This is an optimization exercise on Yosys and OpenROAD, whose aim is small area, a short achievable clock period and few clock cycles per item, not a production implementation. Function was not checked in any run shown here: the RTL went through the layout flow alone.

===== flow/design.v =====
module tdm_slot_timer_unit (
   input  logic        clock,
   input  logic        reset,
   input  logic        req_valid,
   output logic        req_ready,
   input  logic [47:0] req_now_time,
   output logic        rsp_valid,
   input  logic        rsp_ready,
   output logic [1:0]  rsp_current_slot,
   output logic        rsp_is_own,
   output logic [48:0] rsp_next_own_start,
   output logic [32:0] rsp_wait_time,
   output logic        rsp_error,
   input  logic        csr_we,
   input  logic [2:0]  csr_index,
   input  logic [15:0] csr_wdata
);
   logic [15:0] end0, end1, end2, end3;
   logic [1:0]  cm1;
   logic [1:0]  own;
   always_ff @(posedge clock) begin
      if (reset) begin
         end0 <= 16'd1;
         end1 <= 16'd2;
         end2 <= 16'd3;
         end3 <= 16'd4;
         cm1  <= 2'd3;
         own  <= 2'd0;
      end else if (csr_we) begin
         if (csr_index == 3'd0) end0 <= csr_wdata;
         if (csr_index == 3'd1) end1 <= csr_wdata;
         if (csr_index == 3'd2) end2 <= csr_wdata;
         if (csr_index == 3'd3) end3 <= csr_wdata;
         if (csr_index == 3'd4) cm1 <= (csr_wdata[2:0] == 3'd0) ? 2'd0 :
                                       csr_wdata[2] ? 2'd3 : 2'(csr_wdata[1:0] - 2'd1);
         if (csr_index == 3'd5) own <= csr_wdata[1:0];
      end
   end
   logic [15:0] cyc;       
   logic [15:1] hz;        
   logic        cz;        
   logic [15:0] ooff;      
   logic [16:0] c1;        
   logic        err;       
   logic [15:0] cyc_d, ooff_d;
   always_comb begin
      case (cm1)
         2'd0: cyc_d = end0;
         2'd1: cyc_d = end1;
         2'd2: cyc_d = end2;
         default: cyc_d = end3;
      endcase
      case (own)
         2'd0: ooff_d = 16'd0;
         2'd1: ooff_d = end0;
         2'd2: ooff_d = end1;
         default: ooff_d = end2;
      endcase
   end
   always_ff @(posedge clock) begin
      cyc  <= cyc_d;
      for (int k = 1; k < 16; k++) hz[k] <= (cyc_d >> k) == 16'd0;
      cz   <= cyc_d == 16'd0;
      ooff <= ooff_d;
      c1   <= {1'b0, cyc_d} + {1'b0, ooff_d};
      err  <= own > cm1;
   end
   logic        v0;
   logic [3:0]  t0;
   logic [47:0] n0;
   logic        v1;
   logic [3:0]  t1;
   logic [47:0] n1;
   logic [4:0] r1;
   logic        v2;
   logic [3:0]  t2;
   logic [47:0] n2;
   logic [8:0] r2;
   logic        v3;
   logic [3:0]  t3;
   logic [47:0] n3;
   logic [11:0] r3;
   logic        v4;
   logic [3:0]  t4;
   logic [47:0] n4;
   logic [14:0] r4;
   logic        v5;
   logic [3:0]  t5;
   logic [47:0] n5;
   logic [15:0] r5;
   logic        v6;
   logic [3:0]  t6;
   logic [47:0] n6;
   logic [15:0] r6;
   logic        v7;
   logic [3:0]  t7;
   logic [47:0] n7;
   logic [15:0] r7;
   logic        v8;
   logic [3:0]  t8;
   logic [47:0] n8;
   logic [15:0] r8;
   logic        v9;
   logic [3:0]  t9;
   logic [47:0] n9;
   logic [15:0] r9;
   logic        v10;
   logic [3:0]  t10;
   logic [47:0] n10;
   logic [15:0] r10;
   logic        v11;
   logic [3:0]  t11;
   logic [47:0] n11;
   logic [15:0] r11;
   logic        v12;
   logic [3:0]  t12;
   logic [47:0] n12;
   logic [15:0] r12;
   logic         head;      
   logic [3:0]   etag;      
   logic [3:0]   ntag;      
   logic         rdy;
   logic         out_v, skid_v;
   logic         leave, again, take, out_free;
   assign leave    = v12 & head & ~skid_v;
   assign again    = v12 & ~leave;
   assign take     = req_valid & rdy;
   assign out_free = ~out_v | rsp_ready;
   assign req_ready = rdy;
   logic [0:0] tr0;
   logic [1:0] df0;
   logic [0:0] q0;
   assign tr0 = n0[47];
   assign df0 = {1'b0, tr0} - {1'b0, cyc[0:0]};
   assign q0 = (~df0[1] & hz[1]) ? df0[0:0] : tr0;
   logic [1:0] tr1;
   logic [2:0] df1;
   logic [1:0] q1;
   assign tr1 = {q0, n0[46]};
   assign df1 = {1'b0, tr1} - {1'b0, cyc[1:0]};
   assign q1 = (~df1[2] & hz[2]) ? df1[1:0] : tr1;
   logic [2:0] tr2;
   logic [3:0] df2;
   logic [2:0] q2;
   assign tr2 = {q1, n0[45]};
   assign df2 = {1'b0, tr2} - {1'b0, cyc[2:0]};
   assign q2 = (~df2[3] & hz[3]) ? df2[2:0] : tr2;
   logic [3:0] tr3;
   logic [4:0] df3;
   logic [3:0] q3;
   assign tr3 = {q2, n0[44]};
   assign df3 = {1'b0, tr3} - {1'b0, cyc[3:0]};
   assign q3 = (~df3[4] & hz[4]) ? df3[3:0] : tr3;
   logic [4:0] tr4;
   logic [5:0] df4;
   logic [4:0] q4;
   assign tr4 = {q3, n0[43]};
   assign df4 = {1'b0, tr4} - {1'b0, cyc[4:0]};
   assign q4 = (~df4[5] & hz[5]) ? df4[4:0] : tr4;
   wire [4:0] rn1 = q4;
   logic [5:0] tr5;
   logic [6:0] df5;
   logic [5:0] q5;
   assign tr5 = {r1, n1[42]};
   assign df5 = {1'b0, tr5} - {1'b0, cyc[5:0]};
   assign q5 = (~df5[6] & hz[6]) ? df5[5:0] : tr5;
   logic [6:0] tr6;
   logic [7:0] df6;
   logic [6:0] q6;
   assign tr6 = {q5, n1[41]};
   assign df6 = {1'b0, tr6} - {1'b0, cyc[6:0]};
   assign q6 = (~df6[7] & hz[7]) ? df6[6:0] : tr6;
   logic [7:0] tr7;
   logic [8:0] df7;
   logic [7:0] q7;
   assign tr7 = {q6, n1[40]};
   assign df7 = {1'b0, tr7} - {1'b0, cyc[7:0]};
   assign q7 = (~df7[8] & hz[8]) ? df7[7:0] : tr7;
   logic [8:0] tr8;
   logic [9:0] df8;
   logic [8:0] q8;
   assign tr8 = {q7, n1[39]};
   assign df8 = {1'b0, tr8} - {1'b0, cyc[8:0]};
   assign q8 = (~df8[9] & hz[9]) ? df8[8:0] : tr8;
   wire [8:0] rn2 = q8;
   logic [9:0] tr9;
   logic [10:0] df9;
   logic [9:0] q9;
   assign tr9 = {r2, n2[38]};
   assign df9 = {1'b0, tr9} - {1'b0, cyc[9:0]};
   assign q9 = (~df9[10] & hz[10]) ? df9[9:0] : tr9;
   logic [10:0] tr10;
   logic [11:0] df10;
   logic [10:0] q10;
   assign tr10 = {q9, n2[37]};
   assign df10 = {1'b0, tr10} - {1'b0, cyc[10:0]};
   assign q10 = (~df10[11] & hz[11]) ? df10[10:0] : tr10;
   logic [11:0] tr11;
   logic [12:0] df11;
   logic [11:0] q11;
   assign tr11 = {q10, n2[36]};
   assign df11 = {1'b0, tr11} - {1'b0, cyc[11:0]};
   assign q11 = (~df11[12] & hz[12]) ? df11[11:0] : tr11;
   wire [11:0] rn3 = q11;
   logic [12:0] tr12;
   logic [13:0] df12;
   logic [12:0] q12;
   assign tr12 = {r3, n3[35]};
   assign df12 = {1'b0, tr12} - {1'b0, cyc[12:0]};
   assign q12 = (~df12[13] & hz[13]) ? df12[12:0] : tr12;
   logic [13:0] tr13;
   logic [14:0] df13;
   logic [13:0] q13;
   assign tr13 = {q12, n3[34]};
   assign df13 = {1'b0, tr13} - {1'b0, cyc[13:0]};
   assign q13 = (~df13[14] & hz[14]) ? df13[13:0] : tr13;
   logic [14:0] tr14;
   logic [15:0] df14;
   logic [14:0] q14;
   assign tr14 = {q13, n3[33]};
   assign df14 = {1'b0, tr14} - {1'b0, cyc[14:0]};
   assign q14 = (~df14[15] & hz[15]) ? df14[14:0] : tr14;
   wire [14:0] rn4 = q14;
   logic [15:0] tr15;
   logic [16:0] df15;
   logic [15:0] q15;
   assign tr15 = {r4, n4[32]};
   assign df15 = {1'b0, tr15} - {1'b0, cyc[15:0]};
   assign q15 = (~df15[16]) ? df15[15:0] : tr15;
   logic [16:0] tr16;
   logic [17:0] df16;
   logic [15:0] q16;
   assign tr16 = {q15, n4[31]};
   assign df16 = {1'b0, tr16} - {2'b0, cyc};
   assign q16 = ~df16[17] ? df16[15:0] : tr16[15:0];
   logic [16:0] tr17;
   logic [17:0] df17;
   logic [15:0] q17;
   assign tr17 = {q16, n4[30]};
   assign df17 = {1'b0, tr17} - {2'b0, cyc};
   assign q17 = ~df17[17] ? df17[15:0] : tr17[15:0];
   wire [15:0] rn5 = q17;
   logic [16:0] tr18;
   logic [17:0] df18;
   logic [15:0] q18;
   assign tr18 = {r5, n5[29]};
   assign df18 = {1'b0, tr18} - {2'b0, cyc};
   assign q18 = ~df18[17] ? df18[15:0] : tr18[15:0];
   logic [16:0] tr19;
   logic [17:0] df19;
   logic [15:0] q19;
   assign tr19 = {q18, n5[28]};
   assign df19 = {1'b0, tr19} - {2'b0, cyc};
   assign q19 = ~df19[17] ? df19[15:0] : tr19[15:0];
   wire [15:0] rn6 = q19;
   logic [16:0] tr20;
   logic [17:0] df20;
   logic [15:0] q20;
   assign tr20 = {r6, n6[27]};
   assign df20 = {1'b0, tr20} - {2'b0, cyc};
   assign q20 = ~df20[17] ? df20[15:0] : tr20[15:0];
   logic [16:0] tr21;
   logic [17:0] df21;
   logic [15:0] q21;
   assign tr21 = {q20, n6[26]};
   assign df21 = {1'b0, tr21} - {2'b0, cyc};
   assign q21 = ~df21[17] ? df21[15:0] : tr21[15:0];
   wire [15:0] rn7 = q21;
   logic [16:0] tr22;
   logic [17:0] df22;
   logic [15:0] q22;
   assign tr22 = {r7, n7[25]};
   assign df22 = {1'b0, tr22} - {2'b0, cyc};
   assign q22 = ~df22[17] ? df22[15:0] : tr22[15:0];
   logic [16:0] tr23;
   logic [17:0] df23;
   logic [15:0] q23;
   assign tr23 = {q22, n7[24]};
   assign df23 = {1'b0, tr23} - {2'b0, cyc};
   assign q23 = ~df23[17] ? df23[15:0] : tr23[15:0];
   wire [15:0] rn8 = q23;
   logic [16:0] tr24;
   logic [17:0] df24;
   logic [15:0] q24;
   assign tr24 = {r8, n8[23]};
   assign df24 = {1'b0, tr24} - {2'b0, cyc};
   assign q24 = ~df24[17] ? df24[15:0] : tr24[15:0];
   logic [16:0] tr25;
   logic [17:0] df25;
   logic [15:0] q25;
   assign tr25 = {q24, n8[22]};
   assign df25 = {1'b0, tr25} - {2'b0, cyc};
   assign q25 = ~df25[17] ? df25[15:0] : tr25[15:0];
   wire [15:0] rn9 = q25;
   logic [16:0] tr26;
   logic [17:0] df26;
   logic [15:0] q26;
   assign tr26 = {r9, n9[21]};
   assign df26 = {1'b0, tr26} - {2'b0, cyc};
   assign q26 = ~df26[17] ? df26[15:0] : tr26[15:0];
   logic [16:0] tr27;
   logic [17:0] df27;
   logic [15:0] q27;
   assign tr27 = {q26, n9[20]};
   assign df27 = {1'b0, tr27} - {2'b0, cyc};
   assign q27 = ~df27[17] ? df27[15:0] : tr27[15:0];
   wire [15:0] rn10 = q27;
   logic [16:0] tr28;
   logic [17:0] df28;
   logic [15:0] q28;
   assign tr28 = {r10, n10[19]};
   assign df28 = {1'b0, tr28} - {2'b0, cyc};
   assign q28 = ~df28[17] ? df28[15:0] : tr28[15:0];
   logic [16:0] tr29;
   logic [17:0] df29;
   logic [15:0] q29;
   assign tr29 = {q28, n10[18]};
   assign df29 = {1'b0, tr29} - {2'b0, cyc};
   assign q29 = ~df29[17] ? df29[15:0] : tr29[15:0];
   wire [15:0] rn11 = q29;
   logic [16:0] tr30;
   logic [17:0] df30;
   logic [15:0] q30;
   assign tr30 = {r11, n11[17]};
   assign df30 = {1'b0, tr30} - {2'b0, cyc};
   assign q30 = ~df30[17] ? df30[15:0] : tr30[15:0];
   logic [16:0] tr31;
   logic [17:0] df31;
   logic [15:0] q31;
   assign tr31 = {q30, n11[16]};
   assign df31 = {1'b0, tr31} - {2'b0, cyc};
   assign q31 = ~df31[17] ? df31[15:0] : tr31[15:0];
   wire [15:0] rn12 = q31;
   logic [15:0] pr;
   logic        phi;
   logic        g0, g1, g2, g3;
   logic [1:0]  pcur;
   logic        plap, pown;
   logic [17:0] pd;
   assign pr  = cz ? n12[31:16] : r12;
   assign phi = ~cz | (n12[47:32] == 16'd0);
   assign g0 = phi & (end0 > pr);
   assign g1 = phi & (end1 > pr) & (cm1 >= 2'd1);
   assign g2 = phi & (end2 > pr) & (cm1 >= 2'd2);
   assign g3 = phi & (end3 > pr) & (cm1 == 2'd3);
   assign pcur = g0 ? 2'd0 : g1 ? 2'd1 : g2 ? 2'd2 : g3 ? 2'd3 : cm1;
   assign plap = pcur >= own;
   assign pown = (pcur == own) & ~err;
   assign pd   = (plap ? {1'b0, c1} : {2'b0, ooff}) - {2'b0, pr};
   logic [32:0] pstart;
   logic        pdpos;
   logic        fnz;
   logic [32:0] pwait;
   logic [68:0] res;
   assign pstart = cz ? {17'd0, ooff} : {1'b0, n12[47:16]} + {{15{pd[17]}}, pd};
   assign fnz    = n12[15:0] != 16'd0;
   assign pdpos  = phi & ~err & ~pd[17] & (pd[16:0] != 17'd0);
   assign pwait  = pdpos ? {pd[16:0] - {16'd0, fnz}, 16'd0 - n12[15:0]} : 33'd0;
   assign res    = {pcur, pown, err ? 33'd0 : pstart, err ? 33'd0 : pwait};
   logic [68:0] out_q, skid_q;
   always_ff @(posedge clock) begin
      if (reset) begin
         v0 <= 1'b0;
         v1 <= 1'b0;
         v2 <= 1'b0;
         v3 <= 1'b0;
         v4 <= 1'b0;
         v5 <= 1'b0;
         v6 <= 1'b0;
         v7 <= 1'b0;
         v8 <= 1'b0;
         v9 <= 1'b0;
         v10 <= 1'b0;
         v11 <= 1'b0;
         v12 <= 1'b0;
         etag   <= '0;
         ntag   <= '0;
         head   <= 1'b0;
         rdy    <= 1'b1;
         out_v  <= 1'b0;
         skid_v <= 1'b0;
      end else begin
         v0 <= again | take;
         v1 <= v0;
         v2 <= v1;
         v3 <= v2;
         v4 <= v3;
         v5 <= v4;
         v6 <= v5;
         v7 <= v6;
         v8 <= v7;
         v9 <= v8;
         v10 <= v9;
         v11 <= v10;
         v12 <= v11;
         etag <= etag + 4'(leave);
         ntag <= ntag + 4'(take);
         head <= t11 == (etag + 4'(leave));
         rdy  <= ~v11 | ((t11 == (etag + 4'(leave))) & ~(skid_v ? ~out_free : (leave & ~out_free)));
         if (skid_v) begin
            if (out_free) skid_v <= 1'b0;
         end else if (leave & ~out_free) begin
            skid_v <= 1'b1;
         end
         if (out_free) out_v <= skid_v | leave;
      end
   end
   always_ff @(posedge clock) begin
      t0 <= again ? t12 : ntag;
      n0 <= again ? n12 : req_now_time;
      t1 <= t0;
      n1 <= n0;
      r1 <= rn1;
      t2 <= t1;
      n2 <= n1;
      r2 <= rn2;
      t3 <= t2;
      n3 <= n2;
      r3 <= rn3;
      t4 <= t3;
      n4 <= n3;
      r4 <= rn4;
      t5 <= t4;
      n5 <= n4;
      r5 <= rn5;
      t6 <= t5;
      n6 <= n5;
      r6 <= rn6;
      t7 <= t6;
      n7 <= n6;
      r7 <= rn7;
      t8 <= t7;
      n8 <= n7;
      r8 <= rn8;
      t9 <= t8;
      n9 <= n8;
      r9 <= rn9;
      t10 <= t9;
      n10 <= n9;
      r10 <= rn10;
      t11 <= t10;
      n11 <= n10;
      r11 <= rn11;
      t12 <= t11;
      n12 <= n11;
      r12 <= rn12;
   end
   always_ff @(posedge clock) begin
      if (~skid_v & leave & ~out_free) skid_q <= res;
      if (out_free) out_q <= skid_v ? skid_q : res;
   end
   assign rsp_valid          = out_v;
   assign rsp_current_slot   = out_q[68:67];
   assign rsp_is_own         = out_q[66];
   assign rsp_next_own_start = {out_q[65:33], 16'd0};
   assign rsp_wait_time      = out_q[32:0];
   assign rsp_error          = err;
endmodule

===== flow/run.sh =====
#!/bin/bash
# synth_recipe.tcl (not shown) runs the flow's synth.tcl, then flattens the netlist and writes it again
# the make line also repeats each setting of config.mk as NAME=value (left out here)
make -C /OpenROAD-flow-scripts/flow DESIGN_CONFIG=/design/flow/config.mk WORK_HOME=/design/flow/orfs CLKGATE_MAP_FILE= SYNTH_SCRIPT=/design/flow/synth_recipe.tcl finish

===== flow/config.mk =====
export PLATFORM = sky130hd
export DESIGN_NAME = tdm_slot_timer_unit
export DESIGN_NICKNAME = tdm_slot_timer_unit
export VERILOG_FILES = /design/flow/design.v
export SDC_FILE = /design/flow/constraint.sdc
export NUM_CORES = 4
export LEC_CHECK = 0
export CAP_MARGIN = 20
export CORE_MARGIN = 2
export CORE_UTILIZATION = 40
export SLEW_MARGIN = 20

===== flow/constraint.sdc =====
create_clock -name core_clock -period 10.0 [get_ports {clock}]
set_input_delay 2.0000 -clock core_clock [delete_from_list [all_inputs] [get_ports {clock}]]
set_output_delay 2.0000 -clock core_clock [all_outputs]
set_load 0.01 [all_outputs]

==> results of run 1 <==
[metal layers]
metal	GRT usage, %	vias up	routed length [um]
met5	0	-	0
met3	2.15	194	4920
li1	-	19415	-
met4	7.03	0	4330
met1	26.0	18179	64100
met2	30.5	678	59900
[worst max path at each step]
stage	depth (start not counted)	slack, ns	end	from
2_1_floorplan	30	0.68	r4[11]	cyc[1]
3_3_place_gp	33	1.21	out_q[65]	cz
3_5_place_dp	32	1.08	out_q[65]	cz
4_1_cts	32	1.09	out_q[65]	cz
5_1_grt	33	0.39	skid_q[65]	cz
6_report	32	1.07	out_q[65]	cz
[cells in the final DEF, fill, tap and decap left out, types with 29 or more instances in the layout]
master	synthesis	routed
clkbuf_16	0	122
o21a_1	103	103
nor3_1	86	86
a21oi_1	333	333
a21boi_0	34	34
o31ai_1	92	92
nor2b_1	113	113
fa_1	34	34
clkdlybuf4s50_1	0	142
ha_1	515	515
mux2_2	289	289
mux2i_1	75	75
xnor2_1	188	188
or3_1	62	62
buf_4	21	71
edfxtp_1	138	138
o21ai_0	288	288
and3_1	31	31
dfxtp_1	1004	1000
o21bai_1	29	29
nor2_1	326	325
a21o_1	73	72
o211ai_1	34	34
inv_1	191	190
a211oi_1	39	39
nand3_1	108	108
nand2b_1	62	61
nand2_1	424	423
xor2_1	136	136
[stage by stage]
step	util, %	cells	setup WS, ns
after CTS	46.1	7380	1.09
after detailed placement	42.9	7157	1.08
final	46.2	7381	1.07
after global placement	42.9	7156	1.21
after floorplan	-	5289	0.684
after global routing	46.1	7380	0.388
[area by class of cell]
class	instances	area share, %
Timing Repair Buffer	216	3.19
Clock buffer	152	5.29
Multi-Input combinational cell	3826	46.2
Inverter	192	1.16
Tap cell	1781	3.58
Sequential cell	1142	38.9
Clock inverter	71	1.70
Antenna cell	1	0.00402
[logic make-up after synthesis]
family                     after synthesis  share of synthesized area [%]
xor gates and xnor gates               324                           5.24
buffers and inverters                  321                           2.44
other                                    1                        0.00692
muxes                                  389                           8.31
AOI/OAI and AO/OA                     1216                           14.5
adders and majority gates              549                           13.1
and+or+nand+nor                       1332                           11.7
DFF                                   1142                           44.7
==> metrics.md, run 1 <==
| Metric | Value |
|---|---|
| Synthesized cell area | 54200 sq um |
| Gr ovfl total | 0 |
| Iteration-0 DRC Markers | 2129 |
| Core area | approximately 130000 sq um |
| FP Rows | 135 |
| Max-cap violations | 0 |
| Top-area cell type share of the netlist area | 37.1% |
| Skew final | 0.0895 ns |
| Worst Max-Slew Pin Slew | 1.03 ns |
| Post_cts resized | 0 |
| Clock sinks | about 1100 |
| Slew headroom | between 30% and 40% |
| Synth Register Bits | around 1100 |
| Ys async rst share | 0% |
| Final setup fails | 0 |
| Vias/cell | 5.21 |
| Gp weighted congestion | 0.895 |
| First-pass iteration count of the detailed router | 5 |
| CP max-delay cell | dfxtp_2 |
| Final Cell Area | roughly 62000 sq um |
| HP Start | n10[36] |
| Worst hold margin | 0.289 ns |
| Final ANT Viol Nets | 0 |
| Cell accounting for the most synthesized area | dfxtp_1 |
| Reg2Reg Depth | 32 |
| Top_reg_cell synth | dfxtp_1 |
| Vias in the first global route | 36932 |
| Post-synth EDFFs | 138 |
| Clock latency on the worst-skew pair | 0.77 ns |
| Area grow syn2layout | 14.9% |
| Top Registers | out_q x69, skid_q x69 |
| Die Span Y | about 370 um |
| Starting Density | 40.2% |
| Nets | 6117 |
| Post-CTS Hold Buffers | 0 |
| Reg2reg start | cz |
| Hold Path Cell Cnt | 0 |
| Final period util | 89.3% |
| Cell mode on critical path | ha_1 |
| R2R Path End | out_q[65] |
| Critical path class | reg2reg |
| Synth Area per Inst | 10.3 sq um |
| Cell variety after synth | between 90 and 100 |
| Critical path's largest stage delay | 0.67 ns |
| Post-CTS setup buffers | 0 |
| CTS tree | built |
| Fin. Hold Viols | 0 |
| Top cells by count, synth | dfxtp_1 (1004), ha_1 (515), nand2_1 (424) |
| RSZ-0062 raised after global routing | no |
| Reg-to-reg slack, setup | 1.07 ns |
| Area of the multi-input gates | 28700 sq um |
| DRC Markers | 0 |
| Crit start category | register |
| DRT Wirelength | 133000 um |
| Max clock buf depth | 3 |
| Top cells by area, synth | dfxtp_1 (37%), ha_1 (12%), edfxtp_1 (7.6%), mux2_2 (6.0%), a21oi_1 (3.1%) |
| Delay-heaviest family, CP | compound AO/OA/AOI/OAI gates |
| DP HPWL | 99300 um |
| Share of layout cells above drive strength 1 | between 10% and 20% |
| Most frequent cell after synthesis | dfxtp_1 |
| HP Class | reg2reg |
| Die Area | approximately 140000 sq um |
| Max Clk Rate | approximately 110 MHz |
| Die span in x | 372 um |
| Largest net degree at the start of global routing | 88 |
| Wire per inst | approximately 18 um |
| Io pins | 160 |
| Layout fillers | 12403 |
| Placed cell area | about 58000 sq um |
| Fin Setup TNS | 0 ns |
| TritonCTS Buffers | 118 |
| # port buffers | 143 |
| Worst EP arrival | 9.43 ns |
| Worst path bufs/invs | 3 |
| Initial antenna violation count | 6 |
| Max FO, Critical Path | 33 |
| Status | no timing/DRC/antenna violations |
| Slew Limit Fails | 0 |
| Total global-route track usage | 18.9% |
| H-tree Lvls | 3 |
| Via count | 38466 |
| Worst Path Required | 10.50 ns |
| Root Driver | clkbuf_16 |
| Syn. warnings | 1 |
| Syn Inst Count | between 5000 and 6000 |
| CP Capture Type | register |
| Seq. cell area | 24300 sq um |
| WHS Endpoint | n11[36] |
| Fin crit period | approximately 8.9 ns |
| First-pass GRT wire length | 205000 um |
| Clock-pin slew on the worst setup and hold paths | 0.07 ns |
| Post-synthesis sequential area ratio | ~45% |
==> inputs of run 2 (changes only) <==
--- a/flow/config.mk
+++ b/flow/config.mk
@@ -10,2 +10,3 @@
 export CORE_UTILIZATION = 40
+export SETUP_SLACK_MARGIN = 5
 export SLEW_MARGIN = 20
==> run 2 against run 1 <==
  * Synthesized area stayed put
  * Die area stayed put
  * Final cell count is 6.9% higher
  * Critical path depth is 1 higher
  * Critical endpoint is now out_q[59]
  * Sequential share of layout area is 5.5 points lower
  * Via count is 8.8% higher
==> metrics.md, run 2 <==
| Metric | Value |
|---|---|
| Die Span Y | 372 um (unchanged) |
| Fin. Hold Viols | 0 (unchanged) |
| Root Driver | clkbuf_16 |
| Final period util | 74.0% (-15 points) |
| Synthesized cell area | 54200 sq um (unchanged) |
| Fin Setup TNS | 0 ns (unchanged) |
| CP Capture Type | register |
| DRT Wirelength | 153000 um (+15%) |
| Total global-route track usage | 21.2% (+2.3 points) |
| FP Rows | 135 (unchanged) |
| Synth Register Bits | 1142 (unchanged) |
| Initial antenna violation count | 5 (-1) |
| Max clock buf depth | 3 (unchanged) |
| Gr ovfl total | 0 (unchanged) |
| Die span in x | 372 um (unchanged) |
| Cell accounting for the most synthesized area | dfxtp_1 |
| Most frequent cell after synthesis | dfxtp_1 |
| Cell mode on critical path | ha_4 |
| Post-synthesis sequential area ratio | 44.7% (unchanged) |
| Die Area | 138000 sq um (unchanged) |
| RSZ-0062 raised after global routing | yes |
| Cell variety after synth | 91 (unchanged) |
| Final setup fails | 0 (unchanged) |
| Top cells by area, synth | dfxtp_1 (37%), ha_1 (12%), edfxtp_1 (7.6%), mux2_2 (6.0%), a21oi_1 (3.1%) |
| Area grow syn2layout | 33.9% |
| Fin util | 53.8% (+7.6 points) |
| Post-CTS Hold Buffers | 0 (unchanged) |
| Syn Inst Count | 5274 (unchanged) |
| Wire per inst | 19.4 um (+7.4%) |
| Crit start category | register |
| Nets | 6623 (+8.3%) |
| Status | no timing/DRC/antenna violations |
| Max Clk Rate | 135 MHz (+21%) |
| Post-synth EDFFs | 138 (unchanged) |
| Vias in the first global route | 40148 (+8.7%) |
| Layout fillers | 11387 (-8.2%) |
| Leading cell types in the layout, fill and taps excluded | dfxtp_1 (992), nand2_1 (397), ha_1 (389) |
| Reg2reg start | cz |
| Io pins | 160 (unchanged) |
| Top cells by count, synth | dfxtp_1 (1004), ha_1 (515), nand2_1 (424) |
| Critical path's largest stage delay | 0.54 ns (-0.13 ns) |
| Clock latency on the worst-skew pair | 0.78 ns (about the same) |
| Starting Density | 40.2% (unchanged) |
| First-pass iteration count of the detailed router | 6 (+1) |
| Worst Setup SP | cz |
| Max-cap violations | 0 (unchanged) |
| Max FO, Critical Path | 13 (-61%) |
| Slew headroom | 16.5% (-15 points) |
| Final ANT Viol Nets | 0 (unchanged) |
| H-tree Lvls | 3 (unchanged) |
| DRC Markers | 0 (unchanged) |
| Largest net degree at the start of global routing | 87 (-1.1%) |
| DP HPWL | 98600 um (-0.73%) |
| Area of the multi-input gates | 33900 sq um (+18%) |
| CP max-delay cell | mux2i_2 |
| TritonCTS Buffers | 118 (unchanged) |
| Worst Path Required | 10.50 ns (about the same) |
| CTS tree | built |
| Syn. warnings | 1 (unchanged) |
| Share of layout cells above drive strength 1 | 29.8% (+18 points) |
| First-pass GRT wire length | 229000 um (+12%) |
| Worst Max-Slew Pin Slew | 1.25 ns (+0.224 ns) |
| Vias/cell | 5.31 (+1.9%) |
| Gp weighted congestion | 0.901 (+0.70%) |
| Top-area cell type share of the netlist area | 37.1% (unchanged) |
| # port buffers | 143 (unchanged) |
| Slew Limit Fails | 0 (unchanged) |
| HP Class | reg2reg |
| Commonest non-fill, non-tap cell in the layout | dfxtp_1 |
| Top Registers | out_q x69, skid_q x69 |
| Via count | 41867 (+8.8%) |
| Core area | 135000 sq um (unchanged) |
| Synth Area per Inst | 10.3 sq um (unchanged) |
| Critical path class | reg2reg |
| Clock sinks | 1142 (unchanged) |
| HP Start | n5[43] |
| Worst EP arrival | 7.89 ns (-1.54 ns) |
| Skew final | 0.0707 ns (-0.0188 ns) |
| Ys async rst share | 0% (unchanged) |
| Fin crit period | 7.40 ns (-1.53 ns) |
| Seq. cell area | 24300 sq um (about the same) |
| Iteration-0 DRC Markers | 2420 (+14%) |
| Clock-pin slew on the worst setup and hold paths | 0.06 ns (about the same) |
| Top_reg_cell synth | dfxtp_1 |
==> run 2: kinds of logic (layout without fill, tap and decap cells) <==
| family | Yosys count | in the layout | share of synthesized area [%] |
|---|---|---|---|
| AO/OA/AOI/OAI | 1216 | 1221 | 14.5 |
| XOR/XNOR | 324 | 324 | 5.24 |
| adder cells (fa/ha/maj) | 549 | 549 | 13.1 |
| buffers and inverters | 321 | 1127 | 2.44 |
| flip-flops | 1142 | 1142 | 44.7 |
| multiplexers | 389 | 389 | 8.31 |
| other | 1 | 18 | 0.00692 |
| AND/OR/NAND/NOR | 1332 | 1336 | 11.7 |
==> run 2: worst paths after layout <==
path,to,cells after the start,slack (ns)
worst max-delay path,out_q[59],33,2.60
worst min-delay path,n6[43],0,0.27
worst max register to register,out_q[59],33,2.60
worst min register to register,n6[43],0,0.27
==> run 2: per-stage QoR <==
step                cell area, sq um  setup slack (ns)  hold WS (ns)  std cells
global placement               58900              1.57         0.309       7136
detailed placement             58900              1.45         0.312       7137
global route                   72600              2.33         0.277       7887
CTS                            69600              2.73         0.261       7763
floorplan                      55700              1.95         0.310       5289
finish                         72600              2.60         0.274       7887
==> run 2: worst max-delay path, delay by kind of cell, from the launching register on <==
family,cells,cell delay (ns)
buffers and inverters,5,0.90
XOR/XNOR,1,0.16
AND/OR/NAND/NOR,8,0.97
multiplexers,3,1.15
adder cells (fa/ha/maj),4,0.88
AO/OA/AOI/OAI,12,2.69
flip-flops,1,0.36
==> run 2: routing by layer <==
layer	vias up	part of all wire, %	track usage, %
met4	0	3.7	7.04
met5	-	0	0
met2	789	47	35.4
li1	20463	-	-
met3	293	3.9	2.86
met1	20322	45	28.1
==> run 2: what timing repair did <==
| item | in CTS | in global routing |
|---|---|---|
| cloned | 23 | 1 |
| gates resized for setup | 664 | 414 |
| buffers inserted | 381 | 121 |
| pin swaps | 248 | 223 |
| setup endpoints to repair | 301 | 300 |
==> run 2: area by class of cell <==
cell class / count / area share, %
diodes: 2 / 0.00690
clock buffers: 154 / 4.57
clock inverters: 68 / 1.32
inverters: 192 / 1.03
multi-input cells: 3835 / 46.7
flip-flops and latches: 1142 / 33.4
well taps: 1781 / 3.07
repair buffers: 713 / 9.86
==> inputs of run 3 (changes only) <==
--- a/flow/design.v
+++ b/flow/design.v
@@ -118,2 +118,5 @@
    logic [15:0] r12;
+   logic        v13;
+   logic [3:0]  t13;
+   logic [47:0] n13;
    logic         head;      
@@ -124,4 +127,4 @@
    logic         leave, again, take, out_free;
-   assign leave    = v12 & head & ~skid_v;
-   assign again    = v12 & ~leave;
+   assign leave    = v13 & head & ~skid_v;
+   assign again    = v13 & ~leave;
    assign take     = req_valid & rdy;
@@ -337,4 +340,4 @@
    logic [1:0]  pcur;
-   logic        plap, pown;
-   logic [17:0] pd;
+   logic        plap, pown, pfz;
+   logic [17:0] pda, pdb, pd;
    assign pr  = cz ? n12[31:16] : r12;
@@ -348,13 +351,18 @@
    assign pown = (pcur == own) & ~err;
-   assign pd   = (plap ? {1'b0, c1} : {2'b0, ooff}) - {2'b0, pr};
+   assign pfz  = n12[15:0] == 16'd0;
+   assign pda  = {2'b0, ooff} + {2'b11, ~pr} + {17'd0, pfz};
+   assign pdb  = {1'b0, c1} + {2'b11, ~pr} + {17'd0, pfz};
+   assign pd   = plap ? pdb : pda;
+   logic [1:0]  sc;
+   logic        so, sz, sf;
+   logic [17:0] sd;
    logic [32:0] pstart;
-   logic        pdpos;
-   logic        fnz;
    logic [32:0] pwait;
+   logic [15:0] pnf;
    logic [68:0] res;
-   assign pstart = cz ? {17'd0, ooff} : {1'b0, n12[47:16]} + {{15{pd[17]}}, pd};
-   assign fnz    = n12[15:0] != 16'd0;
-   assign pdpos  = phi & ~err & ~pd[17] & (pd[16:0] != 17'd0);
-   assign pwait  = pdpos ? {pd[16:0] - {16'd0, fnz}, 16'd0 - n12[15:0]} : 33'd0;
-   assign res    = {pcur, pown, err ? 33'd0 : pstart, err ? 33'd0 : pwait};
+   assign pstart = err ? 33'd0 : cz ? {17'd0, ooff} :
+                   {1'b0, n13[47:16]} + {{15{sd[17]}}, sd} + {32'd0, ~sf};
+   assign pnf    = 16'd0 - n13[15:0];
+   assign pwait  = (sz | sd[17]) ? 33'd0 : {sd[16:0], pnf};
+   assign res    = {sc, so, pstart, pwait};
    logic [68:0] out_q, skid_q;
@@ -375,2 +383,3 @@
          v12 <= 1'b0;
+         v13 <= 1'b0;
          etag   <= '0;
@@ -395,6 +404,7 @@
          v12 <= v11;
+         v13 <= v12;
          etag <= etag + 4'(leave);
          ntag <= ntag + 4'(take);
-         head <= t11 == (etag + 4'(leave));
-         rdy  <= ~v11 | ((t11 == (etag + 4'(leave))) & ~(skid_v ? ~out_free : (leave & ~out_free)));
+         head <= t12 == (etag + 4'(leave));
+         rdy  <= ~v12 | ((t12 == (etag + 4'(leave))) & ~(skid_v ? ~out_free : (leave & ~out_free)));
          if (skid_v) begin
@@ -408,4 +418,4 @@
    always_ff @(posedge clock) begin
-      t0 <= again ? t12 : ntag;
-      n0 <= again ? n12 : req_now_time;
+      t0 <= again ? t13 : ntag;
+      n0 <= again ? n13 : req_now_time;
       t1 <= t0;
@@ -446,2 +456,9 @@
       r12 <= rn12;
+      t13 <= t12;
+      n13 <= n12;
+      sc <= pcur;
+      so <= pown;
+      sz <= ~phi | err;
+      sf <= pfz;
+      sd <= pd;
    end
==> run 3 against run 2 <==
  * Maximum frequency rose by 1.3%
  * Synthesized area rose by 2.1%
  * Still clean on timing, DRC and antenna
  * Final cell count fell by 2.1%
==> metrics.md, run 3 <==
| Metric | Value |
|---|---|
| Synth Register Bits | 1218 (+6.7%) |
| Worst path bufs/invs | 6 (+1) |
| Syn Inst Count | 5264 (-0.19%) |
| Syn. warnings | 1 (unchanged) |
| Ys async rst share | 0% (unchanged) |
| Die span in x | 376 um (+1.0%) |
| Vias in the first global route | 38747 (-3.5%) |
| Cell accounting for the most synthesized area | dfxtp_1 |
| Synth Area per Inst | 10.5 sq um (+2.2%) |
| DRC Markers | 0 (unchanged) |
| Io pins | 160 (unchanged) |
| Gr ovfl total | 0 (unchanged) |
| Post-synthesis sequential area ratio | 46.6% (+1.9 points) |
| Root Driver | clkbuf_16 |
| Seq. cell area | 25800 sq um (+6.2%) |
| Fin crit period | 7.30 ns (-0.0979 ns) |
| Final setup fails | 0 (unchanged) |
| Leading cell types in the layout, fill and taps excluded | dfxtp_1 (1073), ha_1 (478), nand2_1 (375) |
| CP Capture Type | register |
| Final period util | 73.0% (-0.98 points) |
| Max Clk Rate | 137 MHz (+1.3%) |
| Total global-route track usage | 19.6% (-1.5 points) |
| Share of layout cells above drive strength 1 | 22.1% (-7.8 points) |
| DP HPWL | 99500 um (+0.89%) |
| Worst Path Required | 10.67 ns (+0.17 ns) |
| Core area | 137000 sq um (+1.7%) |
| Iteration-0 DRC Markers | 2164 (-11%) |
| Fin util | 50.3% (-3.4 points) |
| Area of the multi-input gates | 30700 sq um (-9.4%) |
| TritonCTS Buffers | 131 (+11%) |
| Post-synth EDFFs | 138 (unchanged) |
| Delay-heaviest family, CP | compound AO/OA/AOI/OAI gates |
| Worst EP arrival | 7.96 ns (+0.07 ns) |
| H-tree Lvls | 4 (+1) |
| Clock-pin slew on the worst setup and hold paths | 0.06 ns (about the same) |
| CP max-delay cell | fa_2 |
| Nets | 6453 (-2.6%) |
| Skew final | 0.0394 ns (-0.0313 ns) |
| RSZ-0062 raised after global routing | yes |
| Layout fillers | 12071 (+6.0%) |
| Worst Max-Slew Pin Slew | 1.13 ns (-0.122 ns) |
| Slew Limit Fails | 0 (unchanged) |
| Wire per inst | 18.7 um (-3.5%) |
| Area grow syn2layout | 24.9% |
| Via count | 40014 (-4.4%) |
| Fin Setup TNS | 0 ns (unchanged) |
| HP Class | reg2reg |
| Fin. Hold Viols | 0 (unchanged) |
| Synthesized cell area | 55300 sq um (+2.1%) |
| Status | no timing/DRC/antenna violations |
| Slew headroom | 22.7% (+6.2 points) |
| Final ANT Viol Nets | 0 (unchanged) |
| Commonest non-fill, non-tap cell in the layout | dfxtp_1 |
| Max FO, Critical Path | 6 (-7) |
| Clock sinks | 1218 (+6.7%) |
| Die Span Y | 376 um (+1.0%) |
| CTS tree | built |
| Max clock buf depth | 3 (unchanged) |
| Met2 usage | 32.1% (-3.3 points) |
| Critical path class | reg2reg |
| DRT Wirelength | 144000 um (-5.6%) |
| Initial antenna violation count | 9 (+4) |
| Cell variety after synth | 91 (unchanged) |
| Top cells by area, synth | dfxtp_1 (39%), ha_1 (12%), edfxtp_1 (7.5%), mux2_2 (6.5%), a21oi_1 (3.3%) |
| Largest net degree at the start of global routing | 88 (+1.1%) |
| First-pass iteration count of the detailed router | 5 (-1) |
| First-pass GRT wire length | 218000 um (-4.8%) |
| Most frequent cell after synthesis | dfxtp_1 |
| Clock latency on the worst-skew pair | 0.78 ns (about the same) |
| Starting Density | 40.3% (+0.12 points) |
| FP Rows | 136 (+0.74%) |
| Met3 Usage GRT | 2.87% (+0.013 points) |
| Top-area cell type share of the netlist area | 39.1% (+2.0 points) |
| Max-cap violations | 0 (unchanged) |
| Top Registers | out_q x69, skid_q x69 |
| Crit start category | register |
| Top_reg_cell synth | dfxtp_1 |
| Gp weighted congestion | 0.898 (-0.31%) |
| GRT met1 Usage | 27.0% (-1.1 points) |
| Die Area | 141000 sq um (+2.0%) |
| Top cells by count, synth | dfxtp_1 (1080), ha_1 (526), nand2_1 (387) |
| Critical path's largest stage delay | 0.40 ns (-0.14 ns) |
| Vias/cell | 5.18 (-2.4%) |
| # port buffers | 143 (unchanged) |
| Reg-to-reg slack, setup | 2.70 ns (+0.10 ns) |
| GR peak layer | met2 |
## run 3: changes by cell type in the layout (fill, tap and decap cells not counted), sizes merged, moves of 34 or more
cell,delta
o31ai,-40
buf,-201
mux2,+34
a21oi,+38
nand3,-46
nand2,-34
dfxtp,+76
## run 3: worst reg2reg max path: cells and delay by family, from the launching register on
family | cells | cell delay (ns)
flip-flops | 1 | 0.38
buffers and inverters | 6 | 0.80
AND/OR/NAND/NOR | 5 | 0.67
AO/OA/AOI/OAI | 16 | 3.07
multiplexers | 4 | 1.18
adder cells (fa/ha/maj) | 4 | 1.14
## run 3: metrics by stage
step	setup WS [ns]	area (sq um)	std cells	hold slack [ns]
after floorplan	1.85	56300	5279	0.310
after global placement	1.63	59700	7159	0.310
after detailed placement	1.50	59700	7159	0.312
after CTS	2.92	66600	7552	0.286
after global routing	2.45	69100	7721	0.307
final	2.70	69100	7721	0.294
## run 3: final timing paths
| kind | startpoint | end | cells past startpoint |
|---|---|---|---|
| max | cyc[0] | r5[9] | 35 |
| max reg2reg | cyc[0] | r5[9] | 35 |
| min | n5[30] | n6[30] | 0 |
| min reg2reg | n5[30] | n6[30] | 0 |
## run 3: repair_timing
action / 4_1_cts / 5_1_grt
pin swaps: 90 / 182
setup buffers: 139 / 156
hold buffers: 0 / 0
gates resized for setup: 229 / 259
gates cloned: 13 / 11
endpoints found under the setup margin: 188 / 187
## run 3: final cells by class
type	count	share of cell area, %
Multi-Input combinational cell	3744	44.5
Timing Repair Buffer	511	7.08
Antenna cell	2	0.00724
Inverter	211	1.16
Clock buffer	175	5.41
Tap cell	1794	3.25
Clock inverter	66	1.34
Sequential cell	1218	37.3
## run 3: metal layers
metal	wire length [um]	vias to the layer above
li1	-	19872
met1	69200	19225
met2	66300	697
met3	5410	220
met4	3440	0
met5	0	-
## run 3: logic make-up (layout without fill, tap and decap cells)
logic type	after synthesis	count (layout)	share of synthesized area (%)
compound gates	1166	1169	13.3
xor+xnor	330	330	5.22
fa+ha+maj	564	564	13.3
buf+inv	325	963	2.36
flops	1218	1218	46.6
mux	423	423	8.83
other cells	1	18	0.00678
simple gates	1237	1242	10.5

what the ideal ports hide:
No port has a modelled driver above. Below, the same layouts with a new extraction and two added sets of constraints. Step 1 sets driving cells, clkbuf_16 on the clock port and buf_2 on the other inputs (assumed; they add their load-dependent delay and slew). Step 2 adds t to the input delays and takes it off the output delays; t is the mean of the earliest and latest rising clock arrival at the registers after step 1. Input paths then give back, and output paths get back, about the clock's delay inside the block. Three values: ideal ports, drivers, drivers and shift; two values: the first two.
run	shift t [ns]	setup slack, ns	worst setup path at the end	clock arrival spread, ns	worst data-port slew with drivers (ns)
run 1	0.797	1.075 / 1.075 / 1.075	register to register	0.095 / 0.095	0.11
run 2	0.817	2.605 / 2.605 / 2.605	register to register	0.074 / 0.074	0.12
run 3	0.838	2.703 / 2.703 / 2.703	register to register	0.040 / 0.040	0.12
After both steps every run listed still meets setup and hold.
